What follows belongs to an exercise in optimizing a design on an open flow for small area; a production flow would make more cautious choices. Only simulation tests tie the RTL to the original design; equivalence was not proved. No activity file was given, so power comes from the tool's default toggle rates.

## the baseline
==> flow/design.v (excerpt) <==
module regfile_scoreboard
#(
    parameter int          XLEN       = regfile_pkg::XLEN_DEF,
    parameter int          NREGS      = regfile_pkg::NREGS_DEF,
    parameter int          NUM_RPORTS = regfile_pkg::NUM_RPORTS_DEF,
    parameter int          SP_INDEX   = regfile_pkg::SP_INDEX_DEF,
    parameter int unsigned SP_INIT    = regfile_pkg::SP_INIT_DEF,
    parameter int          HALT_REG   = regfile_pkg::HALT_REG_DEF,
    parameter int unsigned HALT_CODE  = regfile_pkg::HALT_CODE_DEF,
    localparam int         AW         = regfile_pkg::addr_width(NREGS)
) (
    input  logic                       clk,
    input  logic                       reset,
    input  logic [NUM_RPORTS*AW-1:0]   rs_addr,
    output logic [NUM_RPORTS*XLEN-1:0] rs_dout,
    output logic [NUM_RPORTS-1:0]      rs_busy,
    input  logic                       wr_en,
    input  logic [AW-1:0]              wr_addr,
    input  logic [XLEN-1:0]            wr_data,
    input  logic                       iss_valid,
    input  logic [AW-1:0]              iss_rd,
    input  logic                       is_ecall,
    output logic                       is_halted,
    input  logic [AW-1:0]              dbg_addr,
    output logic [XLEN-1:0]            dbg_data
);
clock: 10.0 ns
lec_check: 0
cap_margin: 20
core_margin: 2
core_utilization: 40
slew_margin: 20
synth_hierarchical: 1
synth_minimum_keep_size: 0
run.sh (not shown) runs the stock make flow with config.mk's settings and CLKGATE_MAP_FILE= SYNTH_SCRIPT=/design/flow/synth_recipe.tcl, a recipe that flattens the netlist after the stock synthesis.
The inputs of the candidate differ from those of the baseline as listed below.
==> flow/flow/run.sh (new file) <==
#!/bin/bash
# Standard ORFS layout; the only change is the cell used for the port buffers
# (buf_1 instead of the default pick). Tool logs stay under orfs/logs; the make
# output is also kept in flow_make.log.
set -euo pipefail
bash standard.sh "BUFFER_PORTS_ARGS=-buffer_cell sky130_fd_sc_hd__buf_1" finish > flow_make.log 2>&1
==> flow/standard.sh (new file) <==
#!/bin/bash
# synth_recipe.tcl (not shown) runs the flow's synth.tcl, then flattens the netlist and writes it again
# the make line also repeats each setting of config.mk as NAME=value (left out here)
make -C /OpenROAD-flow-scripts/flow DESIGN_CONFIG=/design/flow/config.mk WORK_HOME=/design/flow/orfs CLKGATE_MAP_FILE= SYNTH_SCRIPT=/design/flow/synth_recipe.tcl "${@:-finish}"
diff --git a/flow/config.mk b/flow/config.mk
--- a/flow/config.mk
+++ b/flow/config.mk
@@ -10,0 +11,2 @@
+export CTS_CLUSTER_DIAMETER = 80
+export CTS_CLUSTER_SIZE = 25
removed: flow/run.sh
Result for the baseline and the candidate: all clean. Compared with the baseline, in the candidate core utilization now smaller; total number of H-tree levels fell by 1; average detailed-routed wire length per instance moved up. Taking the baseline over the candidate, the total power ratio works out to 1.2. Non-clock inverter instance count of the final layout: the candidate vs the baseline identical. Relative to the baseline, antenna diode instance count has increased by 2 in the candidate. Compared with the baseline, in the candidate total of plain and repair buffers excluding clock buffers went down by 19; count of clock-buffer cells in the layout went down by 91; sequential share of layout area went up by 2.5 points; cell-internal power went down by 20%.

---

juniper:
Another version of the RTL of regfile_scoreboard (not shown whole).
Size: about 4000 cells after synthesis, ~160 I/O pins, about 46000 um2 of cells after synthesis.
export LEC_CHECK = 0
export CAP_MARGIN = 20
export CORE_MARGIN = 2
export CORE_UTILIZATION = 40
export CTS_CLUSTER_DIAMETER = 80
export CTS_CLUSTER_SIZE = 25
export SLEW_MARGIN = 20
export SYNTH_HIERARCHICAL = 1
export SYNTH_MINIMUM_KEEP_SIZE = 0
create_clock -name core_clock -period 10.0 [get_ports {clk}]
standard.sh (not shown) runs the stock make flow with config.mk's settings and CLKGATE_MAP_FILE= SYNTH_SCRIPT=/design/flow/synth_recipe.tcl, a recipe that flattens the netlist after the stock synthesis.
==> flow/flow/run.sh <==
#!/bin/bash
# Standard ORFS layout with two changes: the port buffers use buf_1 instead of
# the default pick, and clock tree synthesis inserts no dummy loads (same
# clustering as config.mk's CTS_CLUSTER_SIZE / CTS_CLUSTER_DIAMETER). Tool logs
# stay under orfs/logs; the make output is also kept in flow_make.log.
set -euo pipefail
bash standard.sh \
  "BUFFER_PORTS_ARGS=-buffer_cell sky130_fd_sc_hd__buf_1" \
  "CTS_ARGS=-sink_clustering_enable -repair_clock_nets -sink_clustering_size 25 -sink_clustering_max_diameter 80 -dont_use_dummy_load" \
  finish > flow_make.log 2>&1
juniper: done, clean on timing, DRC and antenna
Changes in garnet relative to juniper:
# juniper
export LEC_CHECK = 0
export CAP_MARGIN = 20
export CORE_MARGIN = 2
export CORE_UTILIZATION = 40
export CTS_CLUSTER_DIAMETER = 80
export CTS_CLUSTER_SIZE = 25
export SLEW_MARGIN = 20
export SYNTH_HIERARCHICAL = 1
export SYNTH_MINIMUM_KEEP_SIZE = 0
create_clock -name core_clock -period 10.0 [get_ports {clk}]
# garnet
export LEC_CHECK = 0
export CAP_MARGIN = 20
export CORE_MARGIN = 2
export CORE_UTILIZATION = 46
export CTS_CLUSTER_DIAMETER = 80
export CTS_CLUSTER_SIZE = 25
export SLEW_MARGIN = 20
export SYNTH_HIERARCHICAL = 1
export SYNTH_MINIMUM_KEEP_SIZE = 0
create_clock -name core_clock -period 10.0 [get_ports {clk}]
[summary]
- The sequential portion of the cell area was comparable across garnet and juniper.
- For juniper, the source of the critical timing path was dbg_addr[2], unlike garnet, where it was rs_addr[5].
- Reported net switching power improves in garnet relative to juniper.
- NOTE post-layout net count juniper->garnet increased slightly
- Of garnet and juniper, the run reporting the higher final worst-path setup slack was juniper.
- Comparing garnet with juniper, the cell area after layout came out essentially unchanged.
- Clock power delta (garnet -> juniper): insignificant

[what the ideal ports hide]
Ports are ideal in the flow. The routed layouts listed here were re-timed in OpenROAD.
Step 1: set_driving_cell puts a clkbuf_16 on clk and a buf_2 on each other input, an assumption about the parent block.
Step 2 adds t to the input delays and takes it off the output delays; t is the mean of the earliest and latest rising clock arrival at the registers after step 1. Input paths then give back, and output paths get back, about the clock's delay inside the block.
a / b / c = ideal / step 1 / step 2; a / b = the first two.
run | shift t [ns] | setup slack, ns | worst slew at a driven data input, ns
the baseline | 0.795 | 1.896 / 1.791 / 1.791 | 0.15
the candidate | 0.780 | 2.661 / 2.637 / 2.637 | 0.17
juniper | 0.770 | 2.796 / 2.723 / 2.723 | 0.09
garnet | 0.778 | 2.780 / 2.746 / 2.746 | 0.14
After both steps setup and hold are still met in every run listed. For the baseline, which loses most, drivers alone change the setup slack by -0.105 ns; drivers and shift together by -0.105 ns.
